Context: an optimization exercise on an open-source flow, tuned for small area and a short achievable clock period. The choices shown serve that exercise and are no tape-out recipe. Only simulation tests tie the RTL to the original design; equivalence was not proved. No activity file was given, so power comes from the tool's default toggle rates. The flow treats the clock pin as an ideal source, which a real chip does not have.

Setup of run X:
==> flow/design.v (excerpt) <==
module spi_memory (
    input  logic clkedge,
    input  logic rst,
    input  logic sclk,
    input  logic cs,        
    input  logic mosi,
    output logic miso,
    output logic miso_oe
);
    logic                       cs_active;
    logic                       sclk_hi;
    logic                       sclk_rise;
    logic                       sclk_fall;
    logic                       mosi_s;
    logic [spi_pkg::cnt_w-1:0]  cnt;
    logic                       ph_rd;
    logic                       ph_wr;
    logic                       ph_done;
    logic                       wr_take;
    logic                       wr_pend;
    logic                       wr_done;
    logic                       ld_hi;
    logic                       ld_lo;
    logic [spi_pkg::addr_w-1:0] addr;
    logic [spi_pkg::data_w-1:0] sr;
    logic [spi_pkg::data_w-1:0] rd_data;
    spi_input_sync u_sync (
        .clkedge   (clkedge),
        .rst       (rst),
        .sclk      (sclk),
        .cs        (cs),
        .mosi      (mosi),
        .cs_active (cs_active),
        .sclk_hi   (sclk_hi),
        .sclk_rise (sclk_rise),
        .sclk_fall (sclk_fall),
        .mosi_s    (mosi_s)
    );
    spi_ctrl_fsm u_fsm (
        .clkedge   (clkedge),
        .rst       (rst),
        .cs_active (cs_active),
        .sclk_rise (sclk_rise),
        .mosi_s    (mosi_s),
        .wr_done   (wr_done),
        .rd_any    (ld_hi || ld_lo),
        .cnt       (cnt),
        .ph_rd     (ph_rd),
        .ph_wr     (ph_wr),
        .ph_done   (ph_done),
        .wr_take   (wr_take),
        .wr_pend   (wr_pend),
        .miso_oe   (miso_oe)
    );
    spi_shift_reg u_shift (
        .clkedge   (clkedge),
        .sclk_rise (sclk_rise),
        .sclk_fall (sclk_fall),
        .mosi_s    (mosi_s),
        .cnt       (cnt),
        .ph_rd     (ph_rd),
        .ph_wr     (ph_wr),
        .ph_done   (ph_done),
        .ld_hi     (ld_hi),
        .ld_lo     (ld_lo),
        .rd_data   (rd_data),
        .addr      (addr),
        .sr        (sr),
        .miso      (miso)
    );
    spi_data_mem u_mem (
        .clkedge (clkedge),
        .cnt     (cnt),
        .ph_rd   (ph_rd),
        .ph_wr   (ph_wr),
        .ph_done (ph_done),
        .sclk_hi (sclk_hi),
        .wr_take (wr_take),
  ...
Size in the first run: about 1300 cells after synthesis, ~7 I/O pins, about 0.023 mm2 of cells after synthesis.
clock: 4.0 ns
lec_check: 0
cap_margin: 20
core_margin: 2
core_utilization: 68
place_density: 0.75
setup_slack_margin: 2.3
slew_margin: 20
standard.sh (not shown) runs the stock make flow with config.mk's settings and CLKGATE_MAP_FILE= SYNTH_SCRIPT=/design/flow/synth_recipe.tcl, a recipe that flattens the netlist after the stock synthesis.
==> flow/flow/run.sh <==
#!/bin/bash
# The standard flow's own layout, with two changes:
#  - a flatter clock tree: larger sink clusters under clkbuf_16 leaves and no
#    dummy loads;
#  - before detailed placement, the flip-flops that drive the output ports are
#    moved next to the ports' buffers (flow/io_flops.tcl).
set -euo pipefail
here=$(pwd)
bash standard.sh \
    'CTS_ARGS=-sink_clustering_enable -repair_clock_nets -dont_use_dummy_load -sink_clustering_size 30 -sink_clustering_max_diameter 100' \
    "PRE_DETAIL_PLACE_TCL=$here/flow/io_flops.tcl" \
    finish > standard_flow.log 2>&1
==> flow/flow/io_flops.tcl <==
# Before detailed placement: move each flip-flop that drives an output port's
# buffer next to that buffer, so the register-to-pin wire is short. Detailed
# placement then legalizes them.
set block [ord::get_db_block]
foreach bterm [$block getBTerms] {
  if {[$bterm getIoType] ne "OUTPUT"} { continue }
  set net [$bterm getNet]
  if {$net eq "NULL"} { continue }
  foreach it [$net getITerms] {
    if {![$it isOutputSignal]} { continue }
    set buf [$it getInst]
    foreach bin [$buf getITerms] {
      if {![$bin isInputSignal]} { continue }
      set n2 [$bin getNet]
      if {$n2 eq "NULL"} { continue }
      foreach it2 [$n2 getITerms] {
        if {![$it2 isOutputSignal]} { continue }
        set ff [$it2 getInst]
        if {![[$ff getMaster] isSequential]} { continue }
        set loc [$buf getLocation]
        set x [lindex $loc 0]
        set y [lindex $loc 1]
        set w [[$ff getMaster] getWidth]
        # Just inside the buffer, towards the core centre
        set die [$block getDieArea]
        set cx [expr {([$die xMin] + [$die xMax]) / 2}]
        if {$x > $cx} { set nx [expr {$x - $w - 2000}] } else { set nx [expr {$x + [[$buf getMaster] getWidth] + 2000}] }
        puts "io_flops: [$ff getName] -> ($nx, $y) next to [$buf getName] for [$bterm getName]"
        $ff setLocation $nx $y
      }
    }
  }
}
Run X went all the way through synthesis, placement and routing and the layout is clean on timing, DRC and antenna.
> inputs changed (run X -> run M)
- CORE_UTILIZATION now 40, was 68
- PLACE_DENSITY no longer set, was 0.75
On wire length of the first global-routing pass: between run X and run M, it ends up lower for run M.
Between run X and run M, the difference in number of nets in the layout is negligible.
Between run X and run M, the fraction of area in multi-input gates does not differ in any meaningful way.
The area of the core in run M sits 72% above the value recorded for run X.
Comparing run X and run M, the lower net load switching power was measured on run M.
Compared with run X, in run M part of the power in registers rose 0.2 points, fraction of area in registers moved down, detailed-routed wire length on met3 down 280 um.

[afterwards: timing with drivers on the ports]
The results above use ideal ports. As a check the final layouts listed here were re-extracted and re-timed, cells and wires unchanged.
Step 1, drivers: a clkbuf_16 drives clkedge and a buf_2 each remaining input, both assumed.
Step 2 moves the port delays by t, midway between the first and last clock arrival at a register: inputs arrive t later, outputs are due t later. That takes back most of the time a late clock gives input paths.
Slacks: ideal / step 1 / step 2; pairs: ideal / step 1.
run	t (ns)	setup slack, ns	latest minus earliest clock arrival (ns)	worst slew at a driven data input, ns	pins driven straight from the clock port
run X	0.599	2.213 / 2.159 / 2.003	0.038 / 0.038	0.04	1
run M	0.622	2.167 / 2.111 / 2.183	0.061 / 0.060	0.04	1
After both steps every run listed still meets setup and hold. The setup slack of run X, which loses most, moves by -0.054 ns with the drivers and by -0.210 ns with both steps.
